This is an optimization exercise on Yosys and OpenROAD, whose aim is small area and a short achievable clock period, not a production implementation.
At most, simulation tests tie the RTL to the original design; equivalence was not proved.
Power figures rest on the tool's default switching activity, not on a simulated workload.

green:
==> flow/design.v (excerpt) <==
module fc8_system #(
    parameter int FRAME_CYCLES = 1000
) (
    input  wire    master_clk,
    input  wire    master_rst_n,
    input  logic [15:0]  addr,
    input  logic [7:0]  wdata,
    input  wire    rd_en,
    input  wire    wr_en,
    output logic [7:0]  rdata,
    input  logic [7:0]  gamepad1_data,
    input  logic [7:0]  gamepad2_data,
    input  wire    gamepad1_connected,
    input  wire    gamepad2_connected,
    output logic   nmi_req,
    output logic   irq_req
);
    logic [7:0]            ram_addr;
    logic                  ram_wr;
    logic                  use_alt;
    logic [7:0]            alt_value;
    logic [7:0]            rd_value;
    logic [7:0]            sfr_offset;
    logic [7:0]            sfr_value;
    logic                  sfr_wr;
    logic [1:0]            int_enable;
    logic [1:0]            int_enable_nxt;
    logic                  prescale_chg;
    logic                  timer_enable;
    logic [3:0]            timer_prescale;
    logic [1:0]            clear_pending;
    logic [1:0]            pending;
    logic                  new_frame;
    fc8_mmu u_mmu (
        .master_clk, .master_rst_n,
        .addr, .rd_en, .wr_en, .rdata,
        .sfr_offset, .sfr_wr, .sfr_value,
        .ram_addr, .ram_wr, .use_alt, .alt_value, .rd_value
    );
    fc8_ram u_ram (
        .master_clk,
        .ram_addr, .ram_wdata(wdata), .ram_wr, .use_alt, .alt_value, .rd_value
    );
    fc8_sfr_block u_sfr_block (
        .master_clk, .master_rst_n,
        .sfr_offset, .sfr_wdata(wdata), .sfr_wr, .sfr_value,
        .gamepad1_data, .gamepad2_data, .gamepad1_connected, .gamepad2_connected,
        .pending, .new_frame,
        .int_enable, .int_enable_nxt, .timer_enable, .prescale_chg, .timer_prescale,
        .clear_pending
    );
    fc8_interrupt_controller u_interrupt_controller (
        .master_clk, .master_rst_n,
        .new_frame, .int_enable, .int_enable_nxt, .timer_enable, .timer_prescale,
        .prescale_chg, .clear_pending,
        .pending, .nmi_req, .irq_req
    );
    fc8_frame_timer #(.FRAME_CYCLES(FRAME_CYCLES)) u_frame_timer (
        .master_clk, .master_rst_n,
        .new_frame
    );
endmodule
==> module fc8_ram, before the edit <==
module fc8_ram #(
    parameter int ROW_BITS = 6
) (
    input  wire          master_clk,
    input  logic [7:0]   ram_addr,
    input  logic [7:0]   ram_wdata,
    input  wire          ram_wr,
    input  wire          use_alt,        
    input  logic [7:0]   alt_value,
    output logic [7:0]   rd_value        
);
    localparam int COL_BITS = 8 - ROW_BITS;
    localparam int ROWS     = 2 ** ROW_BITS;
    localparam int COLS     = 2 ** COL_BITS;
    logic [ROWS-1:0] row_sel;            
    logic [COLS-1:0] col_sel;            
    logic [7:0]      col_val [COLS];     
    logic [7:0]      col_q   [COLS];
    logic [COLS-1:0] col_sel_q;
    assign row_sel = ROWS'(1) << ram_addr[7:COL_BITS];
    assign col_sel = COLS'(1) << ram_addr[COL_BITS-1:0];
    for (genvar c = 0; c < COLS; c++) begin : g_col
        logic [7:0] row_or [ROWS+1];
        assign row_or[0] = '0;
        for (genvar r = 0; r < ROWS; r++) begin : g_row
            logic [7:0] mem;
            always_ff @(posedge master_clk) begin
                if (ram_wr & row_sel[r] & col_sel[c]) mem <= ram_wdata;
            end
            assign row_or[r+1] = row_or[r] | (mem & {8{row_sel[r]}});
        end
        assign col_val[c] = row_or[ROWS];
    end
    always_ff @(posedge master_clk) begin
        col_sel_q <= use_alt ? COLS'(1) : col_sel;
        for (int c = 0; c < COLS; c++) begin
            col_q[c] <= (c == 0 && use_alt) ? alt_value : col_val[c];
        end
    end
    always_comb begin
        rd_value = '0;
        for (int c = 0; c < COLS; c++) rd_value = rd_value | (col_q[c] & {8{col_sel_q[c]}});
    end
endmodule
clock: 4.0 ns
lec_check: 0
cap_margin: 20
core_margin: 2
core_utilization: 65
cts_cluster_diameter: 60
cts_cluster_size: 25
setup_slack_margin: 1.8
slew_margin: 20
run.sh (not shown) runs the stock make flow with config.mk's settings and CLKGATE_MAP_FILE= SYNTH_SCRIPT=/design/flow/synth_recipe.tcl, a recipe that flattens the netlist after the stock synthesis.
#### Input delta (red over green)
diff --git a/flow/design.v b/flow/design.v
--- a/flow/design.v
+++ b/flow/design.v
@@ -201,9 +201,9 @@
 `default_nettype wire
 `timescale 1ns/100ps
 `default_nettype none
 module fc8_ram #(
-    parameter int ROW_BITS = 6
+    parameter int ROW_BITS = 5
 ) (
     input  wire          master_clk,
     input  logic [7:0]   ram_addr,
     input  logic [7:0]   ram_wdata,
@@ -219,31 +219,50 @@
     logic [COLS-1:0] col_sel;            
     logic [7:0]      col_val [COLS];     
     logic [7:0]      col_q   [COLS];
     logic [COLS-1:0] col_sel_q;
+    logic            wr_q;
+    logic [7:0]      wa_q;
+    logic [7:0]      wd_q;
+    logic [ROWS-1:0] wrow;
+    logic [COLS-1:0] wcol;
+    logic            byp;                
+    logic [7:0]      byp_val;
+    logic            byp_q;
+    logic [7:0]      byp_val_q;
+    always_ff @(posedge master_clk) begin
+        wr_q <= ram_wr;
+        wa_q <= ram_addr;
+        wd_q <= ram_wdata;
+    end
+    assign wrow = ROWS'(1) << wa_q[7:COL_BITS];
+    assign wcol = COLS'(1) << wa_q[COL_BITS-1:0];
+    assign byp     = use_alt || (wr_q && wa_q == ram_addr);
+    assign byp_val = use_alt ? alt_value : wd_q;
     assign row_sel = ROWS'(1) << ram_addr[7:COL_BITS];
     assign col_sel = COLS'(1) << ram_addr[COL_BITS-1:0];
     for (genvar c = 0; c < COLS; c++) begin : g_col
         logic [7:0] row_or [ROWS+1];
         assign row_or[0] = '0;
         for (genvar r = 0; r < ROWS; r++) begin : g_row
             logic [7:0] mem;
             always_ff @(posedge master_clk) begin
-                if (ram_wr & row_sel[r] & col_sel[c]) mem <= ram_wdata;
+                if (wr_q & wrow[r] & wcol[c]) mem <= wd_q;
             end
             assign row_or[r+1] = row_or[r] | (mem & {8{row_sel[r]}});
         end
         assign col_val[c] = row_or[ROWS];
     end
     always_ff @(posedge master_clk) begin
-        col_sel_q <= use_alt ? COLS'(1) : col_sel;
-        for (int c = 0; c < COLS; c++) begin
-            col_q[c] <= (c == 0 && use_alt) ? alt_value : col_val[c];
-        end
+        col_sel_q <= col_sel;
+        byp_q     <= byp;
+        byp_val_q <= byp_val;
+        for (int c = 0; c < COLS; c++) col_q[c] <= col_val[c];
     end
     always_comb begin
         rd_value = '0;
         for (int c = 0; c < COLS; c++) rd_value = rd_value | (col_q[c] & {8{col_sel_q[c]}});
+        if (byp_q) rd_value = byp_val_q;
     end
 endmodule
 `default_nettype wire
 `timescale 1ns/100ps
Notes after the runs:
Lower data required time of the worst path was reported by red, not green. On worst slack at placement: between red and green, it ends up lower for green. Between red and green, die width is lower for green, red comes in above that. Diff green -> red: non-clock buffer count saw a decrease, layout overhead on the synthesized area lower, mean instance size in the synthesized netlist moved up. Looking at end point of the critical path, the u_ram.col_q[0][4] result is from green; the u_ram.col_q[4][1] one comes from red. red: routed wirelength normalized by instance count lower than green. Comparing red and green, the higher fraction of area in multi-input gates is on green. Status: part of the power in registers parity (green, red).
Function was not checked in any run of this note: the RTL went through the layout flow alone.

* * *

The RTL this note starts from:
==> flow/design.v <==
`timescale 1ns/100ps
`default_nettype none
package fc8_pkg;
    localparam logic [15:0] RAM_BASE  = 16'h0000;
    localparam logic [15:0] RAM_LIMIT = 16'h7FFF;
    localparam logic [15:0] SFR_BASE  = 16'h8000;
    localparam logic [15:0] SFR_LIMIT = 16'h80FF;
    localparam logic [7:0] OPEN_BUS_VALUE = 8'hFF;    
    localparam logic [7:0] SFR_INT_ENABLE     = 8'h00;
    localparam logic [7:0] SFR_INT_STATUS     = 8'h01;
    localparam logic [7:0] SFR_TIMER_CTRL     = 8'h02;
    localparam logic [7:0] SFR_GAMEPAD1       = 8'h03;
    localparam logic [7:0] SFR_GAMEPAD2       = 8'h04;
    localparam logic [7:0] SFR_GAMEPAD_STATUS = 8'h05;
    localparam logic [7:0] SFR_FRAME_COUNT    = 8'h06;
    localparam int INT_BIT_VBLANK = 0;
    localparam int INT_BIT_TIMER  = 1;
    localparam int TIMER_ENABLE_BIT = 7;
    localparam int PRESCALE_BASE = 4;
endpackage
`default_nettype wire
`timescale 1ns/100ps
`default_nettype none
module fc8_frame_timer #(
    parameter int FRAME_CYCLES = 1000
) (
    input  wire   master_clk,
    input  wire   master_rst_n,
    output logic  new_frame
);
    localparam int CNT_W = (FRAME_CYCLES > 1) ? $clog2(FRAME_CYCLES) : 1;
    logic [CNT_W-1:0] frame_cnt;
    logic             frame_end;
    assign frame_end = (frame_cnt == CNT_W'(FRAME_CYCLES - 1));
    always_ff @(posedge master_clk or negedge master_rst_n) begin
        if (!master_rst_n) begin
            frame_cnt <= '0;
            new_frame <= 1'b0;
        end else begin
            new_frame <= frame_end;      
            if (frame_end) begin
                frame_cnt <= '0;
            end else begin
                frame_cnt <= frame_cnt + 1'b1;
            end
        end
    end
endmodule
`default_nettype wire
`timescale 1ns/100ps
`default_nettype none
import fc8_pkg::*;
module fc8_interrupt_controller (
    input  wire         master_clk,
    input  wire         master_rst_n,
    input  wire         new_frame,
    input  wire [1:0]   int_enable,
    input  wire         timer_enable,
    input  logic [3:0]  timer_prescale,
    input  wire [1:0]   clear_pending,
    output logic [1:0]  pending,
    output logic        nmi_req,
    output logic        irq_req
);
    localparam int TIMER_W = PRESCALE_BASE + 2 ** $bits(timer_prescale) - 1;
    logic [TIMER_W-1:0] timer_cnt;
    logic [TIMER_W-1:0] period_last;
    logic [3:0]         prescale_q;      
    logic               timer_tick;
    logic [1:0]         event_set;
    assign period_last = (TIMER_W'(1) << (PRESCALE_BASE + timer_prescale)) - TIMER_W'(1);
    assign timer_tick  = timer_enable && (timer_prescale == prescale_q) &&
                         (timer_cnt == period_last);
    always_ff @(posedge master_clk or negedge master_rst_n) begin
        if (!master_rst_n) begin
            timer_cnt  <= '0;
            prescale_q <= '0;
        end else begin
            prescale_q <= timer_prescale;
            if (!timer_enable || timer_prescale != prescale_q || timer_tick) begin
                timer_cnt <= '0;     
            end else begin
                timer_cnt <= timer_cnt + 1'b1;
            end
        end
    end
    always_comb begin
        event_set                 = '0;
        event_set[INT_BIT_VBLANK] = new_frame;
        event_set[INT_BIT_TIMER]  = timer_tick;
    end
    always_ff @(posedge master_clk or negedge master_rst_n) begin
        if (!master_rst_n) begin
            pending <= '0;
        end else begin
            pending <= event_set | (pending & ~clear_pending);
        end
    end
    assign nmi_req = pending[INT_BIT_VBLANK] & int_enable[INT_BIT_VBLANK];
    assign irq_req = pending[INT_BIT_TIMER]  & int_enable[INT_BIT_TIMER];
endmodule
`default_nettype wire
`timescale 1ns/100ps
`default_nettype none
import fc8_pkg::*;
module fc8_sfr_block (
    input  wire          master_clk,
    input  wire          master_rst_n,
    input  logic [7:0]   sfr_offset,
    input  logic [7:0]   sfr_wdata,
    input  wire          sfr_wr,
    output logic [7:0]   sfr_value,      
    input  logic [7:0]   gamepad1_data,
    input  logic [7:0]   gamepad2_data,
    input  wire          gamepad1_connected,
    input  wire          gamepad2_connected,
    input  wire [1:0]    pending,
    input  wire          new_frame,
    output logic [1:0]   int_enable,
    output logic         timer_enable,
    output logic [3:0]   timer_prescale,
    output logic [1:0]   clear_pending
);
    logic [7:0] frame_count;
    always_comb begin
        clear_pending = '0;
        if (sfr_wr && sfr_offset == SFR_INT_STATUS) begin
            clear_pending[INT_BIT_VBLANK] = sfr_wdata[INT_BIT_VBLANK];
            clear_pending[INT_BIT_TIMER]  = sfr_wdata[INT_BIT_TIMER];
        end
    end
    always_ff @(posedge master_clk or negedge master_rst_n) begin
        if (!master_rst_n) begin
            int_enable     <= '0;
            timer_enable   <= 1'b0;
            timer_prescale <= '0;
        end else if (sfr_wr) begin
            case (sfr_offset)
                SFR_INT_ENABLE: begin
                    int_enable[INT_BIT_VBLANK] <= sfr_wdata[INT_BIT_VBLANK];
                    int_enable[INT_BIT_TIMER]  <= sfr_wdata[INT_BIT_TIMER];
                end
                SFR_TIMER_CTRL: begin
                    timer_enable   <= sfr_wdata[TIMER_ENABLE_BIT];
                    timer_prescale <= sfr_wdata[$bits(timer_prescale)-1:0];
                end
                default: ;   
            endcase
        end
    end
    always_ff @(posedge master_clk or negedge master_rst_n) begin
        if (!master_rst_n) begin
            frame_count <= '0;
        end else if (new_frame) begin
            frame_count <= frame_count + 1'b1;
        end
    end
    always_comb begin
        sfr_value = '0;
        case (sfr_offset)
            SFR_INT_ENABLE:     sfr_value[1:0] = int_enable;
            SFR_INT_STATUS:     sfr_value[1:0] = pending;
            SFR_TIMER_CTRL: begin
                sfr_value[TIMER_ENABLE_BIT]          = timer_enable;
                sfr_value[$bits(timer_prescale)-1:0] = timer_prescale;
            end
            SFR_GAMEPAD1:       sfr_value = gamepad1_connected ? gamepad1_data : '0;
            SFR_GAMEPAD2:       sfr_value = gamepad2_connected ? gamepad2_data : '0;
            SFR_GAMEPAD_STATUS: sfr_value[1:0] = {gamepad2_connected, gamepad1_connected};
            SFR_FRAME_COUNT:    sfr_value = frame_count;
            default:            sfr_value = '0;
        endcase
    end
endmodule
`default_nettype wire
`timescale 1ns/100ps
`default_nettype none
module fc8_ram (
    input  wire          master_clk,
    input  logic [15:0]  lo_q,
    input  logic [15:0]  hi_q,
    input  logic [7:0]   d_q,
    input  wire          wr_q,
    output logic [7:0]   ram_rdata
);
    logic [7:0] grp [16];    
    for (genvar h = 0; h < 16; h++) begin : g_row
        logic [7:0] col_or [17];
        assign col_or[0] = '0;
        for (genvar l = 0; l < 16; l++) begin : g_col
            logic [7:0] mem;
            always_ff @(posedge master_clk) begin
                if (wr_q & hi_q[h] & lo_q[l]) mem <= d_q;
            end
            assign col_or[l+1] = col_or[l] | (mem & {8{lo_q[l]}});
        end
        assign grp[h] = col_or[16];
    end
    always_comb begin
        ram_rdata = '0;
        for (int h = 0; h < 16; h++) ram_rdata = ram_rdata | (grp[h] & {8{hi_q[h]}});
    end
endmodule
`default_nettype wire
`timescale 1ns/100ps
`default_nettype none
import fc8_pkg::*;
module fc8_mmu (
    input  wire          master_clk,
    input  wire          master_rst_n,
    input  logic [15:0]  addr,
    input  logic [7:0]   wdata,
    input  wire          rd_en,
    input  wire          wr_en,
    output logic [7:0]   rdata,
    output logic [7:0]   sfr_offset,
    output logic         sfr_wr,
    input  logic [7:0]   sfr_value,
    output logic [15:0]  lo_q,           
    output logic [15:0]  hi_q,           
    output logic [7:0]   d_q,            
    output logic         wr_q,           
    input  logic [7:0]   ram_rdata       
);
    logic in_ram;
    logic in_sfr;
    logic rd_q;          
    logic ram_src_q;     
    assign in_ram     = ~addr[15];
    assign in_sfr     = (addr[15:8] == 8'h80);
    assign sfr_offset = addr[7:0];
    assign sfr_wr     = wr_en & in_sfr;
    always_ff @(posedge master_clk) begin
        lo_q      <= 16'd1 << addr[3:0];
        hi_q      <= 16'd1 << addr[7:4];
        wr_q      <= wr_en & in_ram;
        ram_src_q <= in_ram;
        d_q       <= wr_en ? wdata : (in_sfr ? sfr_value : OPEN_BUS_VALUE);
    end
    always_ff @(posedge master_clk or negedge master_rst_n) begin
        if (!master_rst_n) begin
            rd_q  <= 1'b0;
            rdata <= '0;
        end else begin
            rd_q <= rd_en;
            if (rd_q) rdata <= ram_src_q ? ram_rdata : d_q;
        end
    end
endmodule
`default_nettype wire
`timescale 1ns/100ps
`default_nettype none
import fc8_pkg::*;
module fc8_system #(
    parameter int FRAME_CYCLES = 1000
) (
    input  wire    master_clk,
    input  wire    master_rst_n,
    input  logic [15:0]  addr,
    input  logic [7:0]  wdata,
    input  wire    rd_en,
    input  wire    wr_en,
    output logic [7:0]  rdata,
    input  logic [7:0]  gamepad1_data,
    input  logic [7:0]  gamepad2_data,
    input  wire    gamepad1_connected,
    input  wire    gamepad2_connected,
    output logic   nmi_req,
    output logic   irq_req
);
    logic [15:0]           lo_q;
    logic [15:0]           hi_q;
    logic [7:0]            d_q;
    logic                  wr_q;
    logic [7:0]            ram_rdata;
    logic [7:0]            sfr_offset;
    logic [7:0]            sfr_value;
    logic                  sfr_wr;
    logic [1:0]            int_enable;
    logic                  timer_enable;
    logic [3:0]            timer_prescale;
    logic [1:0]            clear_pending;
    logic [1:0]            pending;
    logic                  new_frame;
    fc8_mmu u_mmu (
        .master_clk, .master_rst_n,
        .addr, .wdata, .rd_en, .wr_en, .rdata,
        .sfr_offset, .sfr_wr, .sfr_value,
        .lo_q, .hi_q, .d_q, .wr_q, .ram_rdata
    );
    fc8_ram u_ram (
        .master_clk,
        .lo_q, .hi_q, .d_q, .wr_q, .ram_rdata
    );
    fc8_sfr_block u_sfr_block (
        .master_clk, .master_rst_n,
        .sfr_offset, .sfr_wdata(wdata), .sfr_wr, .sfr_value,
        .gamepad1_data, .gamepad2_data, .gamepad1_connected, .gamepad2_connected,
        .pending, .new_frame,
        .int_enable, .timer_enable, .timer_prescale, .clear_pending
    );
    fc8_interrupt_controller u_interrupt_controller (
        .master_clk, .master_rst_n,
        .new_frame, .int_enable, .timer_enable, .timer_prescale, .clear_pending,
        .pending, .nmi_req, .irq_req
    );
    fc8_frame_timer #(.FRAME_CYCLES(FRAME_CYCLES)) u_frame_timer (
        .master_clk, .master_rst_n,
        .new_frame
    );
endmodule
`default_nettype wire
export LEC_CHECK = 0
export CAP_MARGIN = 20
export CORE_MARGIN = 2
export CORE_UTILIZATION = 40
export SLEW_MARGIN = 20
create_clock -name core_clock -period 4.0 [get_ports {master_clk}]
Edit:
--- a/flow/design.v
+++ b/flow/design.v
@@ -56,6 +56,8 @@
     input  wire         new_frame,
     input  wire [1:0]   int_enable,
+    input  wire [1:0]   int_enable_nxt,   
     input  wire         timer_enable,
     input  logic [3:0]  timer_prescale,
+    input  wire         prescale_chg,    
     input  wire [1:0]   clear_pending,
     output logic [1:0]  pending,
@@ -65,18 +67,15 @@
     localparam int TIMER_W = PRESCALE_BASE + 2 ** $bits(timer_prescale) - 1;
     logic [TIMER_W-1:0] timer_cnt;
-    logic [TIMER_W-1:0] period_last;
-    logic [3:0]         prescale_q;      
+    logic [TIMER_W-1:0] low_mask;        
     logic               timer_tick;
     logic [1:0]         event_set;
-    assign period_last = (TIMER_W'(1) << (PRESCALE_BASE + timer_prescale)) - TIMER_W'(1);
-    assign timer_tick  = timer_enable && (timer_prescale == prescale_q) &&
-                         (timer_cnt == period_last);
+    logic [1:0]         pending_nxt;
+    assign low_mask   = ~({TIMER_W{1'b1}} << (PRESCALE_BASE + timer_prescale));
+    assign timer_tick = timer_enable && !prescale_chg && (&(timer_cnt | ~low_mask));
     always_ff @(posedge master_clk or negedge master_rst_n) begin
         if (!master_rst_n) begin
-            timer_cnt  <= '0;
-            prescale_q <= '0;
+            timer_cnt <= '0;
         end else begin
-            prescale_q <= timer_prescale;
-            if (!timer_enable || timer_prescale != prescale_q || timer_tick) begin
+            if (!timer_enable || prescale_chg || timer_tick) begin
                 timer_cnt <= '0;     
             end else begin
@@ -90,13 +89,16 @@
         event_set[INT_BIT_TIMER]  = timer_tick;
     end
+    assign pending_nxt = event_set | (pending & ~clear_pending);
     always_ff @(posedge master_clk or negedge master_rst_n) begin
         if (!master_rst_n) begin
             pending <= '0;
+            nmi_req <= 1'b0;
+            irq_req <= 1'b0;
         end else begin
-            pending <= event_set | (pending & ~clear_pending);
+            pending <= pending_nxt;
+            nmi_req <= pending_nxt[INT_BIT_VBLANK] & int_enable_nxt[INT_BIT_VBLANK];
+            irq_req <= pending_nxt[INT_BIT_TIMER]  & int_enable_nxt[INT_BIT_TIMER];
         end
     end
-    assign nmi_req = pending[INT_BIT_VBLANK] & int_enable[INT_BIT_VBLANK];
-    assign irq_req = pending[INT_BIT_TIMER]  & int_enable[INT_BIT_TIMER];
 endmodule
 `default_nettype wire
@@ -118,5 +120,7 @@
     input  wire          new_frame,
     output logic [1:0]   int_enable,
+    output logic [1:0]   int_enable_nxt,
     output logic         timer_enable,
+    output logic         prescale_chg,
     output logic [3:0]   timer_prescale,
     output logic [1:0]   clear_pending
@@ -130,4 +134,22 @@
         end
     end
+    logic ie_wr;
+    logic tc_wr;
+    assign ie_wr = sfr_wr && sfr_offset == SFR_INT_ENABLE;
+    assign tc_wr = sfr_wr && sfr_offset == SFR_TIMER_CTRL;
+    always_comb begin
+        int_enable_nxt = int_enable;
+        if (ie_wr) begin
+            int_enable_nxt[INT_BIT_VBLANK] = sfr_wdata[INT_BIT_VBLANK];
+            int_enable_nxt[INT_BIT_TIMER]  = sfr_wdata[INT_BIT_TIMER];
+        end
+    end
+    always_ff @(posedge master_clk or negedge master_rst_n) begin
+        if (!master_rst_n) begin
+            prescale_chg <= 1'b0;
+        end else begin
+            prescale_chg <= tc_wr && (sfr_wdata[$bits(timer_prescale)-1:0] != timer_prescale);
+        end
+    end
     always_ff @(posedge master_clk or negedge master_rst_n) begin
         if (!master_rst_n) begin
@@ -278,4 +300,6 @@
     logic                  sfr_wr;
     logic [1:0]            int_enable;
+    logic [1:0]            int_enable_nxt;
+    logic                  prescale_chg;
     logic                  timer_enable;
     logic [3:0]            timer_prescale;
@@ -298,9 +322,11 @@
         .gamepad1_data, .gamepad2_data, .gamepad1_connected, .gamepad2_connected,
         .pending, .new_frame,
-        .int_enable, .timer_enable, .timer_prescale, .clear_pending
+        .int_enable, .int_enable_nxt, .timer_enable, .prescale_chg, .timer_prescale,
+        .clear_pending
     );
     fc8_interrupt_controller u_interrupt_controller (
         .master_clk, .master_rst_n,
-        .new_frame, .int_enable, .timer_enable, .timer_prescale, .clear_pending,
+        .new_frame, .int_enable, .int_enable_nxt, .timer_enable, .timer_prescale,
+        .prescale_chg, .clear_pending,
         .pending, .nmi_req, .irq_req
     );
=>
- The changed run went through all stages and came out clean
- register-to-register slack improved by 0.22 ns
- setup slack improved by 0.22 ns
- utilization falls by 0.17 points
- final area falls slightly
- global-route usage falls by 0.64 points
- die area stays flat
- clock power barely changes
- non-clock buffer count rises by 16
- via count falls slightly
- area after synthesis stays flat
No functional check of the RTL was part of the second run of this note.

static timing again, ports no longer ideal:
No port has a modelled driver above. Below, the same layouts with a new extraction and two added sets of constraints. Step 1, drivers: a clkbuf_16 drives master_clk and a buf_2 each remaining input, both assumed. Step 2 also shifts input and output timing later by t, the mid clock arrival at the registers, as if the neighbouring blocks saw the same clock. a / b / c = no drivers / after step 1 / after step 2; a / b = the first two.
run	shift t [ns]	slack for setup (ns)	cell pins on the clock port's net
green	0.905	1.408 / 1.429 / 0.523	1
red	0.888	1.561 / 1.461 / 0.573	1
the first run of note 2	0.934	0.179 / 0.179 / 0.179	1
the second run of note 2	0.919	0.394 / 0.394 / 0.394	1
After both steps setup and hold are still met in every run listed. For red, which loses most, drivers alone change the setup slack by -0.100 ns; drivers and shift together by -0.988 ns.
